This is an optimization exercise on Yosys and OpenROAD, whose aim is small area, a short achievable clock period and few clock cycles per item, not a production implementation. Function was checked by simulation only, so behaviour that the tests miss may differ from the original. Power is estimated from default activity; no workload was simulated.

==> flow/design.v (excerpt) <==
module projection_char_segmenter #(
    parameter int MAX_WIDTH  = pcs_pkg::MAX_WIDTH_DEF,
    parameter int MAX_HEIGHT = pcs_pkg::MAX_HEIGHT_DEF,
    parameter int NUM_CHARS  = pcs_pkg::NUM_CHARS_DEF
) (
    input  logic                                aclk,
    input  logic                                aresetn,
    input  logic                                s_valid,
    output logic                                s_ready,
    input  logic [pcs_pkg::PIXEL_W-1:0]         s_pixel,
    output logic                                m_valid,
    input  logic                                m_ready,
    output logic [pcs_pkg::CHAR_INDEX_W-1:0]    m_char_index,
    output logic [pcs_pkg::LEFT_W-1:0]          m_left,
    output logic [pcs_pkg::TOP_W-1:0]           m_top,
    output logic [pcs_pkg::BOX_WIDTH_W-1:0]     m_box_width,
    output logic [pcs_pkg::BOX_HEIGHT_W-1:0]    m_box_height,
    output logic                                m_last,
    input  logic                                cfg_valid,
    output logic                                cfg_ready,
    input  logic [pcs_pkg::CFG_INDEX_W-1:0]     cfg_index,
    input  logic [pcs_pkg::CFG_DATA_W-1:0]      cfg_data
);
Size in the first run: ~2800 cells after synthesis, about 1700 flip-flops, ~63 I/O pins.
export LEC_CHECK = 0
export ABC_AREA = 1
export CAP_MARGIN = 20
export CORE_MARGIN = 2
export CORE_UTILIZATION = 65
export CTS_CLUSTER_DIAMETER = 60
export CTS_CLUSTER_SIZE = 32
export PLACE_DENSITY = 0.72
export SETUP_SLACK_MARGIN = 4.5
export SLEW_MARGIN = 20
export TNS_END_PERCENT = 100
create_clock -name core_clock -period 7.0 [get_ports {aclk}]
run.sh (not shown) runs the stock make flow with config.mk's settings and CLKGATE_MAP_FILE= SYNTH_SCRIPT=/design/flow/synth_recipe.tcl, a recipe that flattens the netlist after the stock synthesis.
Testbench counts at the start, summed over its fixed seeds: cycles 349,737, images 160.
Change:
ABC_AREA = default   (was 1)
CTS_BUF_LIST = sky130_fd_sc_hd__clkbuf_4 sky130_fd_sc_hd__clkbuf_8 sky130_fd_sc_hd__clkbuf_16   (was default)
Utilization rose by 0.44 points. Final area fell by 0.66%. Sequential power hardly moves. Clock power hardly moves. Non-clock buffer count fell by 7. Clock-buffer cell count stays the same. Critical path depth rose by 12.
Change:
CORE_UTILIZATION = 70   (was 65)
CTS_BUF_LIST = default   (was sky130_fd_sc_hd__clkbuf_4 sky130_fd_sc_hd__clkbuf_8 sky130_fd_sc_hd__clkbuf_16)
CTS_CLUSTER_DIAMETER = 80   (was 60)
CTS_CLUSTER_SIZE = 24   (was 32)
PLACE_DENSITY = 0.78   (was 0.72)
SETUP_SLACK_MARGIN = 4.6   (was 4.5)
Outcome:
- first-iteration DRC count grows by 110%
- register-to-register slack gets worse by 0.06 ns
- via count rises by 14%
- power rose by 3.1%
- wire length goes up by 63%
- count of clock-buffer cells in the layout goes up by 14
- clock skew rises by 0.0056 ns
- final cell count went down by 0.50%
- area after synthesis is unchanged
Change:
CORE_UTILIZATION = 65   (was 70)
CTS_CLUSTER_DIAMETER = 60   (was 80)
CTS_CLUSTER_SIZE = 32   (was 24)
PLACE_DENSITY = 0.72   (was 0.78)
Final cell count increases by 1.4%.
Design area decreases by 0.76%.
Total power decreases by 3.0%.
Combinational power decreases by about 4%.

========
Setup of before:
Another version of the RTL of projection_char_segmenter (not shown whole).
Size in the first run: about 2,600 cells after synthesis, roughly 63 I/O pins, roughly 41,000 um2 of cells after synthesis.
clock: 7.0 ns
lec_check: 0
cap_margin: 20
core_margin: 2
core_utilization: 65
cts_cluster_diameter: 60
cts_cluster_size: 32
place_density: 0.72
setup_slack_margin: 4.4
slew_margin: 20
tns_end_percent: 100
before was carried through to the last stage, and its layout satisfied the timing, DRC and antenna checks.
Testbench counts of before, summed over its fixed seeds: cycles 346,855, images 160.
The inputs of after differ from those of before as listed below.
Settings: SETUP_SLACK_MARGIN: 4.4 -> 4.5; PLACE_DENSITY: 0.72 -> 0.68; CORE_UTILIZATION: 65 -> 60.
Notes after the runs:
Diff before -> after: area of the multi-input gates shows an increase of about 1.8%, routability congestion estimate shows a reduction of about 5%, overall power shows no meaningful change, pin count of the biggest net entering global routing shows no meaningful change. Delta (after minus before): vertical die dimension picked up an extra 4.0%, non-filler instance count after layout went up by 62, worst path setup slack after routing down 30 ps.

## re-timing with driven ports
No port has a modelled driver above. Below, the same layouts with a new extraction and two added sets of constraints.
Step 1, drivers: a clkbuf_16 drives aclk and a buf_2 each remaining input, both assumed.
Step 2 also shifts input and output timing later by t, the mid clock arrival at the registers, as if the neighbouring blocks saw the same clock.
a / b / c = ideal / step 1 / step 2; a / b = the first two.
run | t, ns | setup WS [ns] | hold WS [ns] | worst data-port slew with drivers (ns)
the first run of note 1 | 0.687 | 4.396 / 4.333 / 3.939 | 0.325 / 0.325 / 0.325 | 0.04
the second run of note 1 | 0.680 | 4.392 / 4.361 / 3.886 | 0.307 / 0.307 / 0.307 | 0.03
the third run of note 1 | 0.715 | 4.243 / 4.179 / 4.013 | 0.301 / 0.301 / 0.301 | 0.03
the fourth run of note 1 | 0.681 | 4.410 / 4.349 / 4.010 | 0.319 / 0.319 / 0.319 | 0.03
before | 0.703 | 4.385 / 4.319 / 3.803 | 0.312 / 0.312 / 0.312 | 0.06
after | 0.698 | 4.355 / 4.296 / 3.850 | 0.317 / 0.317 / 0.317 | 0.04
After both steps every run listed still meets setup and hold. The setup slack of before, which loses most, moves by -0.066 ns with the drivers and by -0.582 ns with both steps.
